This is an optimization exercise on Yosys and OpenROAD, whose aim is small area, not a production implementation. Function was checked by simulation only, so behaviour that the tests miss may differ from the original. Power figures rest on the tool's default switching activity, not on a simulated workload.

==> job 7030 <==
// ex_top
module ex_top (
    input  logic        clk,
    input  logic        reset,
    input  logic        in_valid,
    input  logic [31:0] pc,
    input  logic [31:0] instr,
    input  logic [31:0] rs1_data,
    input  logic [31:0] rs2_data,
    output logic        out_valid,
    output logic [31:0] result,
    output logic [4:0]  rd,
    output logic        rd_write,
    output logic        redirect,
    output logic        illegal,
    output logic [31:0] target
);
==> module ex_add11, before the edit <==
module ex_add11 (input logic [10:0] a, input logic [10:0] b, input logic ci, output logic [10:0] s, output logic co);
    logic [10:0] p0;
    assign p0 = a ^ b;
    logic g_0_0;  assign g_0_0 = ci;
    logic g_1_1, p_1_1;  assign g_1_1 = a[0] & b[0];  assign p_1_1 = p0[0];
    logic g_2_2, p_2_2;  assign g_2_2 = a[1] & b[1];  assign p_2_2 = p0[1];
    logic g_3_3, p_3_3;  assign g_3_3 = a[2] & b[2];  assign p_3_3 = p0[2];
    logic g_4_4, p_4_4;  assign g_4_4 = a[3] & b[3];  assign p_4_4 = p0[3];
    logic g_5_5, p_5_5;  assign g_5_5 = a[4] & b[4];  assign p_5_5 = p0[4];
    logic g_6_6, p_6_6;  assign g_6_6 = a[5] & b[5];  assign p_6_6 = p0[5];
    logic g_7_7, p_7_7;  assign g_7_7 = a[6] & b[6];  assign p_7_7 = p0[6];
    logic g_8_8, p_8_8;  assign g_8_8 = a[7] & b[7];  assign p_8_8 = p0[7];
    logic g_9_9, p_9_9;  assign g_9_9 = a[8] & b[8];  assign p_9_9 = p0[8];
    logic g_10_10, p_10_10;  assign g_10_10 = a[9] & b[9];  assign p_10_10 = p0[9];
    logic g_11_11, p_11_11;  assign g_11_11 = a[10] & b[10];  assign p_11_11 = p0[10];
    logic g_1_0;  assign g_1_0 = g_1_1 | (p_1_1 & g_0_0);
    logic g_3_2;  assign g_3_2 = g_3_3 | (p_3_3 & g_2_2);
    logic p_3_2;  assign p_3_2 = p_3_3 & p_2_2;
    logic g_5_4;  assign g_5_4 = g_5_5 | (p_5_5 & g_4_4);
    logic p_5_4;  assign p_5_4 = p_5_5 & p_4_4;
    logic g_7_6;  assign g_7_6 = g_7_7 | (p_7_7 & g_6_6);
    logic p_7_6;  assign p_7_6 = p_7_7 & p_6_6;
    logic g_9_8;  assign g_9_8 = g_9_9 | (p_9_9 & g_8_8);
    logic p_9_8;  assign p_9_8 = p_9_9 & p_8_8;
    logic g_11_10;  assign g_11_10 = g_11_11 | (p_11_11 & g_10_10);
    logic p_11_10;  assign p_11_10 = p_11_11 & p_10_10;
    logic g_2_0;  assign g_2_0 = g_2_2 | (p_2_2 & g_1_0);
    logic g_3_0;  assign g_3_0 = g_3_2 | (p_3_2 & g_1_0);
    logic g_6_4;  assign g_6_4 = g_6_6 | (p_6_6 & g_5_4);
    logic p_6_4;  assign p_6_4 = p_6_6 & p_5_4;
    logic g_7_4;  assign g_7_4 = g_7_6 | (p_7_6 & g_5_4);
    logic p_7_4;  assign p_7_4 = p_7_6 & p_5_4;
    logic g_10_8;  assign g_10_8 = g_10_10 | (p_10_10 & g_9_8);
    logic p_10_8;  assign p_10_8 = p_10_10 & p_9_8;
    logic g_11_8;  assign g_11_8 = g_11_10 | (p_11_10 & g_9_8);
    logic p_11_8;  assign p_11_8 = p_11_10 & p_9_8;
    logic g_4_0;  assign g_4_0 = g_4_4 | (p_4_4 & g_3_0);
    logic g_5_0;  assign g_5_0 = g_5_4 | (p_5_4 & g_3_0);
    logic g_6_0;  assign g_6_0 = g_6_4 | (p_6_4 & g_3_0);
    logic g_7_0;  assign g_7_0 = g_7_4 | (p_7_4 & g_3_0);
    logic g_8_0;  assign g_8_0 = g_8_8 | (p_8_8 & g_7_0);
    logic g_9_0;  assign g_9_0 = g_9_8 | (p_9_8 & g_7_0);
    logic g_10_0;  assign g_10_0 = g_10_8 | (p_10_8 & g_7_0);
    logic g_11_0;  assign g_11_0 = g_11_8 | (p_11_8 & g_7_0);
    assign s[0] = p0[0] ^ g_0_0;
    assign s[1] = p0[1] ^ g_1_0;
    assign s[2] = p0[2] ^ g_2_0;
    assign s[3] = p0[3] ^ g_3_0;
    assign s[4] = p0[4] ^ g_4_0;
    assign s[5] = p0[5] ^ g_5_0;
    assign s[6] = p0[6] ^ g_6_0;
    assign s[7] = p0[7] ^ g_7_0;
    assign s[8] = p0[8] ^ g_8_0;
    assign s[9] = p0[9] ^ g_9_0;
    assign s[10] = p0[10] ^ g_10_0;
    assign co = g_11_0;
endmodule
Settings: LEC_CHECK=0, ABC_AREA=1, CAP_MARGIN=20, CORE_MARGIN=2, CORE_UTILIZATION=50, GPL_TIMING_DRIVEN=0, SLEW_MARGIN=20, BUFFER_PORTS_ARGS=-buffer_cell sky130_fd_sc_hd__buf_1, REMOVE_ABC_BUFFERS=1, RECOVER_POWER=100, CTS_ARGS=-sink_clustering_enable -repair_clock_nets -buf_list sky130_fd_sc_hd__clkbuf_8 -dont_use_dummy_load -sink_clustering_size 25 -sink_clustering_max_diameter 80; clock period 7.0 ns.
standard.sh (not shown) runs the stock make flow with config.mk's settings and CLKGATE_MAP_FILE= SYNTH_SCRIPT=/design/flow/synth_recipe.tcl, a recipe that flattens the netlist after the stock synthesis.
==> flow/flow/run.sh <==
#!/bin/bash
# The standard layout (standard.sh) with settings that save area:
# - synthesis maps with abc_area.script (resynthesis, delay-oriented mapping, then
#   area-only standard-cell mapping with mux matching) instead of ORFS's area
#   script; everything else in the ORFS scripts is unchanged,
# - no full/half adder cells extracted before ABC (ADDER_MAP_FILE empty), so
#   ABC maps the adders' gates with the rest of the logic,
# - port buffers from the smallest buffer cell,
# - synthesis buffers removed at floorplan, non-critical gates downsized after
#   global routing,
# - clock tree from clkbuf_8 without dummy loads.
set -euo pipefail
rm -rf scripts_abc
cp -r "$FLOW_HOME/scripts" scripts_abc
cp flow/abc_area.script scripts_abc/abc_area.script
cat >> "$FLOW_CONFIG" <<'EOC'
export BUFFER_PORTS_ARGS = -buffer_cell sky130_fd_sc_hd__buf_1
export REMOVE_ABC_BUFFERS = 1
export ADDER_MAP_FILE =
export RECOVER_POWER = 100
export CTS_ARGS = -sink_clustering_enable -repair_clock_nets -buf_list sky130_fd_sc_hd__clkbuf_8 -dont_use_dummy_load -sink_clustering_size 25 -sink_clustering_max_diameter 80
EOC
SCRIPTS_DIR="$PWD/scripts_abc" bash standard.sh > standard.log 2>&1
==> flow/flow/abc_area.script <==
strash
&get -n
&synch2
&nf -p
&put
strash
dch
amap -m -F 2
buffer -c
topo
stime -c
upsize -c
dnsize -c
==> inputs of job 1649, as changes to job 7030 <==
--- a/flow/design.v
+++ b/flow/design.v
@@ -292,6 +292,6 @@
     logic g_11_11, p_11_11;  assign g_11_11 = a[10] & b[10];  assign p_11_11 = p0[10];
     logic g_1_0;  assign g_1_0 = g_1_1 | (p_1_1 & g_0_0);
-    logic g_3_2;  assign g_3_2 = g_3_3 | (p_3_3 & g_2_2);
-    logic p_3_2;  assign p_3_2 = p_3_3 & p_2_2;
+    logic g_2_0;  assign g_2_0 = g_2_2 | (p_2_2 & g_1_0);
+    logic g_3_0;  assign g_3_0 = g_3_3 | (p_3_3 & g_2_0);
     logic g_5_4;  assign g_5_4 = g_5_5 | (p_5_5 & g_4_4);
     logic p_5_4;  assign p_5_4 = p_5_5 & p_4_4;
@@ -302,6 +302,4 @@
     logic g_11_10;  assign g_11_10 = g_11_11 | (p_11_11 & g_10_10);
     logic p_11_10;  assign p_11_10 = p_11_11 & p_10_10;
-    logic g_2_0;  assign g_2_0 = g_2_2 | (p_2_2 & g_1_0);
-    logic g_3_0;  assign g_3_0 = g_3_2 | (p_3_2 & g_1_0);
     logic g_6_4;  assign g_6_4 = g_6_6 | (p_6_6 & g_5_4);
     logic p_6_4;  assign p_6_4 = p_6_6 & p_5_4;
@@ -312,12 +310,20 @@
     logic g_11_8;  assign g_11_8 = g_11_10 | (p_11_10 & g_9_8);
     logic p_11_8;  assign p_11_8 = p_11_10 & p_9_8;
+    logic g_8_4;  assign g_8_4 = g_8_8 | (p_8_8 & g_7_4);
+    logic p_8_4;  assign p_8_4 = p_8_8 & p_7_4;
+    logic g_9_4;  assign g_9_4 = g_9_8 | (p_9_8 & g_7_4);
+    logic p_9_4;  assign p_9_4 = p_9_8 & p_7_4;
+    logic g_10_4;  assign g_10_4 = g_10_8 | (p_10_8 & g_7_4);
+    logic p_10_4;  assign p_10_4 = p_10_8 & p_7_4;
+    logic g_11_4;  assign g_11_4 = g_11_8 | (p_11_8 & g_7_4);
+    logic p_11_4;  assign p_11_4 = p_11_8 & p_7_4;
     logic g_4_0;  assign g_4_0 = g_4_4 | (p_4_4 & g_3_0);
     logic g_5_0;  assign g_5_0 = g_5_4 | (p_5_4 & g_3_0);
     logic g_6_0;  assign g_6_0 = g_6_4 | (p_6_4 & g_3_0);
     logic g_7_0;  assign g_7_0 = g_7_4 | (p_7_4 & g_3_0);
-    logic g_8_0;  assign g_8_0 = g_8_8 | (p_8_8 & g_7_0);
-    logic g_9_0;  assign g_9_0 = g_9_8 | (p_9_8 & g_7_0);
-    logic g_10_0;  assign g_10_0 = g_10_8 | (p_10_8 & g_7_0);
-    logic g_11_0;  assign g_11_0 = g_11_8 | (p_11_8 & g_7_0);
+    logic g_8_0;  assign g_8_0 = g_8_4 | (p_8_4 & g_3_0);
+    logic g_9_0;  assign g_9_0 = g_9_4 | (p_9_4 & g_3_0);
+    logic g_10_0;  assign g_10_0 = g_10_4 | (p_10_4 & g_3_0);
+    logic g_11_0;  assign g_11_0 = g_11_4 | (p_11_4 & g_3_0);
     assign s[0] = p0[0] ^ g_0_0;
     assign s[1] = p0[1] ^ g_1_0;
--- a/flow/config.mk
+++ b/flow/config.mk
@@ -9,5 +9,5 @@
 export CAP_MARGIN = 20
 export CORE_MARGIN = 2
-export CORE_UTILIZATION = 50
+export CORE_UTILIZATION = 45
 export GPL_TIMING_DRIVEN = 0
 export SLEW_MARGIN = 20
==> inputs of job 1830, as changes to job 7030 <==
--- a/flow/config.mk
+++ b/flow/config.mk
@@ -9,5 +9,5 @@
 export CAP_MARGIN = 20
 export CORE_MARGIN = 2
-export CORE_UTILIZATION = 50
+export CORE_UTILIZATION = 45
 export GPL_TIMING_DRIVEN = 0
 export SLEW_MARGIN = 20
==> inputs of job 8347, as changes to job 7030 <==
==> flow/flow/abc_area.script (replaced) <==
strash
&get -n
&synch2
&nf -p
&put
strash
dch
amap -m
buffer -c
topo
stime -c
upsize -c
dnsize -c
--- a/flow/config.mk
+++ b/flow/config.mk
@@ -9,5 +9,5 @@
 export CAP_MARGIN = 20
 export CORE_MARGIN = 2
-export CORE_UTILIZATION = 50
+export CORE_UTILIZATION = 45
 export GPL_TIMING_DRIVEN = 0
 export SLEW_MARGIN = 20
==> comparison table <==
Run status: job 1830 finished clean; job 7030 finished clean; job 8347 finished clean; job 1649 finished clean
Non-Filler Instances: job 1830 1574; job 7030 1547; job 8347 1597; job 1649 1607
Post-Place Setup Slack: job 1830 -1.68 ns; job 7030 -1.58 ns; job 8347 -1.24 ns; job 1649 -1.28 ns
Count of cell instances traversed by the critical path: job 1830 26; job 7030 23; job 8347 28; job 1649 27
Hold_sp: job 1830 instr[8]; job 7030 instr[11]; job 8347 instr[8]; job 1649 instr[10]
Synthesized area divided by synthesized cell count: job 1830 6.24 um2; job 7030 6.24 um2; job 8347 6.24 um2; job 1649 6.20 um2
Clock network area share: job 1830 1.42%; job 7030 1.42%; job 8347 1.40%; job 1649 1.39%
Total of fill cells in the finished design: job 1830 1794; job 7030 1491; job 8347 1772; job 1649 1782
Comb pwr: job 1830 1010 uW; job 7030 1010 uW; job 8347 1020 uW; job 1649 1030 uW
Final critical-path setup slack: job 1830 0.347 ns; job 7030 0.258 ns; job 8347 0.337 ns; job 1649 0.232 ns
Critical Path Source: job 1830 instr[2]; job 7030 instr[12]; job 8347 instr[2]; job 1649 instr[2]
Routability congestion estimate: job 1830 0.992; job 7030 1.05; job 8347 1.06; job 1649 1.05
Die X: job 1830 133 um; job 7030 126 um; job 8347 133 um; job 1649 134 um
Post-cts repair resize count: job 1830 8; job 7030 9; job 8347 6; job 1649 8
Clock group: job 1830 278 uW; job 7030 277 uW; job 8347 274 uW; job 1649 275 uW

## afterwards: timing with drivers on the ports
How much do the figures lean on ideal ports? The routed layouts below were timed once more, with nothing changed but the port constraints. Step 1, drivers: a clkbuf_16 drives clk and a buf_2 each remaining input, both assumed. Step 2 times the ports against the registers' clock, not the clock port: input delays grow and output delays shrink by t, the midpoint of the rising clock arrivals with the driver on. Three values: ideal, step 1, step 2; two values: the first two.
run	t, ns	setup WS [ns]	worst setup path at the end	clock arrival spread, ns	cell pins on the clock port's net
job 7030	0.416	0.258 / 0.263 / -0.153	input to register	0.024 / 0.024	1
job 1649	0.427	0.232 / 0.250 / -0.177	input to register	0.023 / 0.023	1
job 1830	0.427	0.347 / 0.359 / -0.068	input to register	0.032 / 0.032	1
job 8347	0.421	0.337 / 0.349 / -0.073	input to register	0.026 / 0.027	1
Met with ideal ports but missed after step 2: setup timing in every run listed. The setup slack of job 1830, which loses most, moves by +0.012 ns with the drivers and by -0.415 ns with both steps.
